From an optimization exercise on the open Yosys and OpenROAD flow, aimed at small area, a short achievable clock period and few clock cycles per item; shortcuts taken in it are not production practice. Function was checked by simulation only, so behaviour that the tests miss may differ from the original.

==> flow/design.v, too long to show whole: its modules and the start of the top module <==
// module fh64_front: 14 lines
// module fh64_queue: 54 lines
// module fh64_mul_k: 1228 lines
// module fh64_mul_m: 1364 lines
// module fh64_back: 103 lines
// module fasthash64_stream: 68 lines
module fasthash64_stream (
    input  logic                         clk,
    input  logic                         rst_n,
    input  logic                         cfg_wr_en,
    input  logic [63:0]                  cfg_wr_data,
    input  logic                         s_axis_tvalid,
    output logic                         s_axis_tready,
    input  logic [fh64_pkg::TDATA_W-1:0] s_axis_tdata,
    input  logic                         s_axis_tuser,
    input  logic                         s_axis_tlast,
    output logic                         m_axis_tvalid,
    input  logic                         m_axis_tready,
    output logic [63:0]                  m_axis_tdata
);
  // ...
==> flow/flow/run.sh <==
#!/bin/bash
# Standard flow, with one netlist clean-up between synthesis and floorplan:
# netfix2.py chooses the polarity of each full adder so that the adder
# trees need far fewer inverters (a full adder is self-dual). Registers and
# all other cells are left as synthesis made them. Port buffers use the
# smallest buffer cell.
set -euo pipefail
# Port buffers: the smallest buffer cell (placement's repair resizes any
# that need more drive).
export BUFFER_PORTS_ARGS="-buffer_cell sky130_fd_sc_hd__buf_1"
R=orfs/results/sky130hd/fasthash64_stream/base
bash standard.sh synth > synth.log 2>&1
cp $R/1_2_yosys.v yosys_standard.v
python3 flow/netfix2.py yosys_standard.v $R/1_2_yosys.v > netfix.log 2>&1
rm -f $R/1_synth.odb $R/1_synth.sdc
bash standard.sh > layout.log 2>&1
==> flow/flow/netfix2.py <==
#!/usr/bin/env python3
"""Re-time the polarity of full adders in a Yosys netlist to cut inverters.

A full adder is self-dual: FA(~a, ~b, ~c) = (~sum, ~carry). Yosys's adder
extraction leaves many inverters between full adders. This script removes
every inverter (except ones driving ports), gives each full adder a polarity
(whether it computes on complemented signals) chosen by simulated annealing
to need the fewest inverters, then puts back one inverter for each signal
that some load needs complemented.
Usage: netfix2.py IN.v OUT.v [seed]
"""
import math
import random
import re
import sys

INV = re.compile(r"^sky130_fd_sc_hd__(clk)?inv(lp)?_\d+$")
FA = re.compile(r"^sky130_fd_sc_hd__fa_\d+$")
OUTPINS = {"X", "Y", "Q", "Q_N", "SUM", "COUT", "HI", "LO", "GCLK"}

def esc(n):
    return n + " " if n.startswith("\\") else n

def main(src, dst, seed=1):
    text = open(src).read()
    m = re.search(r"^module\s+(\S+)\((.*?)\);", text, re.M | re.S)
    head_end = m.end()
    end = text.rindex("endmodule")
    stmts = [s.strip() for s in text[head_end:end].split(";") if s.strip()]
    decls, cells, order, ports = [], {}, [], set()
    for s in stmts:
        if s.startswith(("input", "output", "wire", "inout")):
            decls.append(s)
            if not s.startswith("wire"):
                for tok in s.split()[1:]:
                    if not tok.startswith("["):
                        ports.add(tok.lstrip("\\"))
            continue
        if s.startswith("assign"):
            raise SystemExit("assign statements not supported")
        mm = re.match(r"^(\S+)\s+(\\\S+\s|\S+)\s*\((.*)\)$", s, re.S)
        typ, name, conns = mm.group(1), mm.group(2).strip(), mm.group(3)
        pins = {}
        for pm in re.finditer(r"\.(\w+)\(\s*((?:\\\S+\s)|[^()]*?)\s*\)", conns):
            pins[pm.group(1)] = pm.group(2).strip()
        cells[name] = [typ, pins]
        order.append(name)

    def is_port(n):
        return n.split("[")[0].lstrip("\\").strip() in ports

    driver = {}
    for c in order:
        for p, n in cells[c][1].items():
            if p in OUTPINS:
                driver[n] = c
    # removable inverters: input is not a constant, output is not a port
    removable = set()
    for c in order:
        t, pins = cells[c]
        if INV.match(t) and not is_port(pins["Y"]) and not pins["A"].startswith(("1'", "0'")):
            removable.add(c)

    def resolve(n):
        """net -> (base net, parity) through removable inverters"""
        par = 0
        seen = 0
        while n in driver and driver[n] in removable:
            n = cells[driver[n]][1]["A"]
            par ^= 1
            seen += 1
            if seen > 100:
                raise SystemExit("inverter loop")
        return n, par

    fas = [c for c in order if FA.match(cells[c][0])]
    fa_idx = {c: i for i, c in enumerate(fas)}
    # loads: list of (cell, pin, base, parity); FA-driven bases know their FA
    loads = []
    for c in order:
        if c in removable:
            continue
        t, pins = cells[c]
        for p, n in pins.items():
            if p in OUTPINS or n.startswith(("1'", "0'")):
                continue
            b, par = resolve(n)
            loads.append((c, p, b, par))
    pinned = set()
    for c in fas:
        for p in ("SUM", "COUT"):
            if is_port(cells[c][1][p]):
                pinned.add(fa_idx[c])
    bases = {}
    def bid(b):
        if b not in bases:
            bases[b] = len(bases)
        return bases[b]
    base_drv_fa = {}
    for c in fas:
        for p in ("SUM", "COUT"):
            base_drv_fa[bid(cells[c][1][p])] = fa_idx[c]
    nb = None
    L = []   # (fa index of consumer or -1, base id, parity)
    for (c, p, b, par) in loads:
        L.append((fa_idx[c] if c in fa_idx and p in ("A", "B", "CIN") else -1, bid(b), par))
    nb = len(bases)
    pol = [0] * len(fas)
    drvfa = [-1] * nb
    for b, f in base_drv_fa.items():
        drvfa[b] = f
    # physical demand of a load = par ^ pol[consumer] ^ pol[driver of base]
    cnt = [[0, 0] for _ in range(nb)]
    fa_in = [[] for _ in fas]      # base ids of each FA's inputs (with repeats)
    fa_out = [[] for _ in fas]
    for (f, b, par) in L:
        d = par ^ (pol[f] if f >= 0 else 0) ^ (pol[drvfa[b]] if drvfa[b] >= 0 else 0)
        cnt[b][d] += 1
        if f >= 0:
            fa_in[f].append(b)
    for b, f in base_drv_fa.items():
        fa_out[f].append(b)
    # per-FA input demand parities for incremental updates: we track demand by
    # recomputing from L entries indexed per FA
    fa_loads = [[] for _ in fas]
    for k, (f, b, par) in enumerate(L):
        if f >= 0:
            fa_loads[f].append(k)

    def cost_b(b):
        return 1 if cnt[b][1] > 0 else 0

    def dem(k):
        f, b, par = L[k]
        return par ^ (pol[f] if f >= 0 else 0) ^ (pol[drvfa[b]] if drvfa[b] >= 0 else 0)

    def flip(f):
        touched = set()
        for k in fa_loads[f]:
            b = L[k][1]
            d = dem(k)
            cnt[b][d] -= 1
            cnt[b][1 - d] += 1
            touched.add(b)
        for b in fa_out[f]:
            cnt[b][0], cnt[b][1] = cnt[b][1], cnt[b][0]
            touched.add(b)
        pol[f] ^= 1
        return touched

    total = sum(cost_b(b) for b in range(nb))
    start = total
    rng = random.Random(seed)
    cand = [f for f in range(len(fas)) if f not in pinned]
    iters = 400 * len(cand)
    T0, T1 = 2.0, 0.05
    best = total
    best_pol = pol[:]
    for it in range(iters):
        T = T0 * (T1 / T0) ** (it / iters)
        f = rng.choice(cand)
        aff = set(L[k][1] for k in fa_loads[f]) | set(fa_out[f])
        before = sum(cost_b(b) for b in aff)
        flip(f)
        after = sum(cost_b(b) for b in aff)
        delta = after - before
        if delta <= 0 or rng.random() < math.exp(-delta / T):
            total += delta
            if total < best:
                best = total
                best_pol = pol[:]
        else:
            flip(f)
    # apply best
    for f in range(len(fas)):
        if pol[f] != best_pol[f]:
            flip(f)
    total = sum(cost_b(b) for b in range(nb))
    ninv_removed = len(removable)
    print(f"netfix2: removable inverters {ninv_removed}, needed before {start}, after {total}", file=sys.stderr)

    # rebuild: new FA output nets for flipped FAs
    base_name = {v: k for k, v in bases.items()}
    phys = {}   # base id -> physical net carrying (value ^ pol of driver)
    for b in range(nb):
        phys[b] = base_name[b]
    invnet = {}
    newcells = {}
    k_inv = [0]
    def inv_of(b):
        if b not in invnet:
            k_inv[0] += 1
            n = f"_pfx{k_inv[0]}_"
            newcells[f"_pfxi{k_inv[0]}_"] = ["sky130_fd_sc_hd__inv_1", {"A": phys[b], "Y": n}]
            invnet[b] = n
        return invnet[b]
    # loads reconnect
    for k, (c, p, bname, par) in enumerate(loads):
        b = L[k][1]
        d = dem(k)
        cells[c][1][p] = inv_of(b) if d else phys[b]
    for c in removable:
        del cells[c]
    out = [text[:head_end]]
    for d in decls:
        out.append("  " + d + " ;")
    for n in sorted(invnet.values()):
        out.append(f"  wire {n};")
    for name in order + list(newcells):
        cell = cells.get(name) or newcells.get(name)
        if cell is None:
            continue
        typ, pins = cell
        conn = ",\n".join(f"    .{p}({esc(n)})" for p, n in pins.items())
        out.append(f"  {typ} {esc(name)} (\n{conn}\n  );")
    out.append("endmodule")
    open(dst, "w").write("\n".join(out) + "\n" + text[end + len("endmodule"):].lstrip("\n"))

if __name__ == "__main__":
    main(sys.argv[1], sys.argv[2], int(sys.argv[3]) if len(sys.argv) > 3 else 1)
==> flow/standard.sh <==
#!/bin/bash
# synth_recipe.tcl (not shown) runs the flow's synth.tcl, then flattens the netlist and writes it again
# the make line also repeats each setting of config.mk as NAME=value (left out here)
make -C /OpenROAD-flow-scripts/flow DESIGN_CONFIG=/design/flow/config.mk WORK_HOME=/design/flow/orfs CLKGATE_MAP_FILE= SYNTH_SCRIPT=/design/flow/synth_recipe.tcl "${@:-finish}"
==> flow/config.mk <==
export PLATFORM = sky130hd
export DESIGN_NAME = fasthash64_stream
export DESIGN_NICKNAME = fasthash64_stream
export VERILOG_FILES = /design/flow/design.v
export SDC_FILE = /design/flow/constraint.sdc
export NUM_CORES = 4
export LEC_CHECK = 0
export CAP_MARGIN = 20
export CORE_MARGIN = 2
export CORE_UTILIZATION = 50
export PLACE_DENSITY = 0.65
export SETUP_SLACK_MARGIN = 3.0
export SLEW_MARGIN = 20
==> flow/constraint.sdc <==
create_clock -name core_clock -period 11.0 [get_ports {clk}]
set_input_delay 2.2000 -clock core_clock [delete_from_list [all_inputs] [get_ports {clk}]]
set_output_delay 2.2000 -clock core_clock [all_outputs]
set_load 0.01 [all_outputs]
==> reports/metrics.cfg, run 1 <==
[status]
status=no timing/DRC/antenna violations

[finish]
final_core_util_pct=57.1
multi_input_gates=3310
layout_common_cells=fa_1, nand2_1, xnor2_1, buf_4, buf_1
final_cells=5696
num-nonclk-buffers=514
seq_cell_count=298
fin_area_sq_um=55400
clockNetworkAreaShare_pct=2.20

[timing]
hold_slack_ps=423
finalHoldViolCount=0
relSlewSlack_pct=13.2
drv_slew=0
fmax_ghz=0.125

[routing]
drt_iter0_markers=3871
via_count=36200
drc=0
vias_per_cell=6.35
ant_nets=0
wl_met3_um=24400

[critical_path]
critPathKind=register to register
worst-endpoint-arrival_ps=8260
cp_cell_sequence=buf_4 > mux2i_4 > buf_6 > clkinvlp_4 > buf_4 > buf_4 > fa_1 > fa_1 > fa_1 > fa_1 > fa_1 > ha_1 > a21o_1 > a21o_1 > a21o_1 > a221oi_2 > o21bai_1 > o21bai_2 > o21a_1 > o311ai_4 > nor2_1 > o21ai_0
reg2reg_from=u_back.lensel
timing.rr.end=u_queue.pre[60]
cpPeakStageDelay_ps=530
crit_start=u_back.lensel

[grt]
first_global_vias=38400
track_usage_pct=41.2
met1_usage_pct=48.7

[min_path]
whs_path_depth=0
hold_start=u_queue.absorb

[clocking]
cts_buffer_depth=3
cts_hold_buf=0

[placed_design]
dp_slack_ps=1900
dp_hpwl_um=162000

[yosys]
synthCells=3955

[die]
fp-row-count=114
io_pins=241
tap_cells=1276

Testbench counts, summed over its fixed seeds: cycles 7,851, words 6,859.
==> run 2, diff against run 1 <==
--- a/flow/config.mk
+++ b/flow/config.mk
@@ -7,7 +7,7 @@
 export LEC_CHECK = 0
 export CAP_MARGIN = 20
 export CORE_MARGIN = 2
-export CORE_UTILIZATION = 50
-export PLACE_DENSITY = 0.65
-export SETUP_SLACK_MARGIN = 3.0
+export CORE_UTILIZATION = 55
+export PLACE_DENSITY = 0.7
+export SETUP_SLACK_MARGIN = 3.25
 export SLEW_MARGIN = 20
==> reports/metrics.cfg, run 2 <==
[critical_path]
critPathKind=register to register  ; unchanged
crit_buf_inv=2  ; was 5
end_kind=register  ; unchanged
cp_max_fo=9  ; was 13
worst-endpoint-arrival_ps=8140  ; was 8260 ps
start_kind=register  ; unchanged
required_ps=11460  ; was 11,290 ps
cp_slowest_cell=fa_1  ; was dfrtp_4
cp_cell_sequence=buf_4 > inv_1 > fa_1 > fa_1 > fa_1 > fa_1 > fa_1 > fa_1 > ha_1 > nand2_1 > nor2_1 > nand4_1 > a211oi_2 > a211oi_4 > a41oi_4 > a21oi_2 > xnor2_1 > xor2_1 > nor2_1 > xnor3_1  ; was buf_4 > mux2i_4 > buf_6 > clkinvlp_4 > buf_4 > buf_4 > fa_1 > fa_1 > fa_1 > fa_1 > fa_1 > ha_1 > a21o_1 > a21o_1 > a21o_1 > a221oi_2 > o21bai_1 > o21bai_2 > o21a_1 > o311ai_4 > nor2_1 > o21ai_0
cpPeakStageDelay_ps=600  ; was 530 ps
crit_top_cell=fa_1  ; unchanged
crit_family=adder cells  ; unchanged

[finish]
fillers=6925  ; was 8,302
final_layout_size_suffix_gt1_share_pct=15.0  ; was 13.5%
layout_common_cells=fa_1, nand2_1, xnor2_1, buf_4, buf_1  ; unchanged
area_growth_pct=14.0  ; was 12.9%
final_core_util_pct=63.3  ; was 57.1%
final_common_cell=fa_1  ; unchanged
final_cells=5607  ; was 5,696
fin_nets=5954  ; was 5,928

[yosys]
synthesis.nets=5500  ; unchanged
synthCells=3955  ; unchanged
syn_area_per_cell_sq_um=12.4  ; unchanged
yosysWarningCount=3  ; unchanged
syn_area_sq_um=49100  ; unchanged

[status]
status=no timing/DRC/antenna violations  ; unchanged

[die]
die_x_um=303  ; was 317 um
die-area_sq_um=91600  ; was 101,000 sq um
io_pins=241  ; unchanged
die_h_um=303  ; was 317 um
start_util_pct=55.5  ; was 50.6%
core_sq_um=88400  ; was 97,000 sq um
fp-row-count=109  ; was 114

[routing]
ant_nets=0  ; unchanged
wl_per_cell_um=33.9  ; was 35.6 um
drt-pass1-iter-count=6  ; unchanged
drc=0  ; unchanged
via_count=36400  ; was 36,200
drt_wl_total_um=190000  ; was 203,000 um
drt_iter0_markers=4188  ; was 3,871
vias_per_cell=6.49  ; was 6.35

[grt]
grt_max_degree=86  ; was 87
antenna_found_initial=5  ; was 8
track_usage_pct=42.8  ; was 41.2%
grt_pass1_wl_um=271000  ; was 282,000 um
first_global_vias=38800  ; was 38,400
grt_overflow_total=0  ; unchanged

[timing]
setup_viol=0  ; unchanged
timing.final.crit_share_pct=69.8  ; was 72.5%
tightest_slew_ps=1130  ; was 1290 ps
fmax_ghz=0.130  ; was 0.125 GHz
min_period_ps=7680  ; was 7970 ps
fin_tns_setup_ps=0  ; unchanged
finalClockSkew_ps=32.2  ; was 43.3 ps
relSlewSlack_pct=23.9  ; was 13.2%
finalHoldViolCount=0  ; unchanged
drv_slew=0  ; unchanged
rsz0062_at_grt=yes  ; unchanged

[clocking]
htreeDepth=2  ; unchanged
worst_skew_pair.late_latency_ps=590  ; was 600 ps
cts.clk_slew.worst_paths_ps=60  ; was 80 ps
cts_tree=done  ; unchanged
cts-root-buf=clkbuf_16  ; unchanged
numCtsBuffers=36  ; was 37
clkSinkCount=298  ; unchanged
cts_buffer_depth=3  ; unchanged

[placed_design]
dp_hpwl_um=152000  ; was 162,000 um
place_inst=5323  ; was 5,452
io_buffer_count=236  ; unchanged
globalplace.congestion=1.06  ; was 1.03

[min_path]
min_path_type=register to register  ; unchanged

[run]
cap_violations=0  ; unchanged

==> run 2: changes by cell type in the layout (fill, tap and decap cells not counted), sizes merged <==
cell / before / now
inv: 181 / 174
buf: 510 / 537
clkbuf: 54 / 46
diode: 10 / 6
clkinv: 10 / 9
clkinvlp: 45 / 58
bufinv: 2 / 4
==> run 2: path summary, 6_finish.rpt <==
| kind | startpoint | to | slack, ps | depth (start not counted) |
|---|---|---|---|---|
| min reg2reg | u_queue.absorb | u_back.a2 | 440 | 0 |
| min in group asynchronous | rst_n | u_back.out_v | 1780 | 2 |
| max in group asynchronous | rst_n | u_back.lensel | 7860 | 3 |
| max reg2reg | u_queue.pre[19] | u_back.a[56] | 3320 | 20 |
| min | u_queue.absorb | u_back.a2 | 440 | 0 |
| max | u_queue.pre[19] | u_back.a[56] | 3320 | 20 |
==> run 2: area by class of cell <==
| cell class | count | area, sq um | area share [%] |
|---|---|---|---|
| Multi-Input combinational cell | 3310 | 40300 | 72.0 |
| Clock buffer | 42 | 965 | 1.73 |
| Timing Repair Buffer | 541 | 3640 | 6.50 |
| Antenna cell | 6 | 15.0 | 0.0269 |
| Clock inverter | 23 | 262 | 0.468 |
| Inverter | 222 | 1040 | 1.85 |
| Tap cell | 1165 | 1460 | 2.61 |
| Sequential cell | 298 | 8290 | 14.8 |
==> run 2: worst reg2reg max path: cells and delay by family, from the launching register on <==
| kind | cells | cell delay (ps) |
|---|---|---|
| adder cells (fa/ha/maj) | 7 | 3360 |
| buffers and inverters | 2 | 840 |
| flip-flops | 1 | 360 |
| AO/OA/AOI/OAI | 4 | 980 |
| XOR/XNOR | 3 | 980 |
| AND/OR/NAND/NOR | 4 | 1060 |
==> run 2: per-layer routing <==
metal	GRT usage (%)	vias up	share of wire [%]
met4	28.4	0	9.2
met2	65.7	2705	45
met5	0	-	0
li1	-	14000	-
met1	51.9	18800	33
met3	14.4	837	13
==> run 2: timing repair <==
| item | 4_1_cts | 5_1_grt |
|---|---|---|
| gates cloned | 0 | 1 |
| pin swaps | 1 | 9 |
| gates resized for setup | 90 | 92 |
| setup buffers | 119 | 93 |
| hold buffers | 0 | 0 |
| setup endpoints to repair | 97 | 80 |
==> run 2: stage by stage <==
step	setup slack (ps)	hold slack, ps	area [sq um]
after global routing	3150	441	55900
final	3320	440	55900
after detailed placement	1840	418	51900
after global placement	1900	421	51900
after floorplan	3270	400	49300
after CTS	3140	441	54600

-- afterwards: timing with drivers on the ports --
In the flow no input, the clock included, has a driving cell. The finished layouts below were timed again as built, in two steps.
Step 1, drivers: a clkbuf_16 drives clk and a buf_2 each remaining input, both assumed.
Step 2 adds t to the input delays and takes it off the output delays; t is the mean of the earliest and latest rising clock arrival at the registers after step 1. Input paths then give back, and output paths get back, about the clock's delay inside the block.
Slacks: ideal ports / drivers / drivers and shift; pairs: ideal ports / drivers.
run | shift t [ns] | setup WS [ns] | hold WS [ns] | cell pins on the clock port's net
run 1 | 0.642 | 3.028 / 3.028 / 3.028 | 0.423 / 0.423 / 0.423 | 1
run 2 | 0.631 | 3.317 / 3.317 / 3.317 | 0.440 / 0.440 / 0.440 | 1
After both steps setup and hold are still met in every run listed.
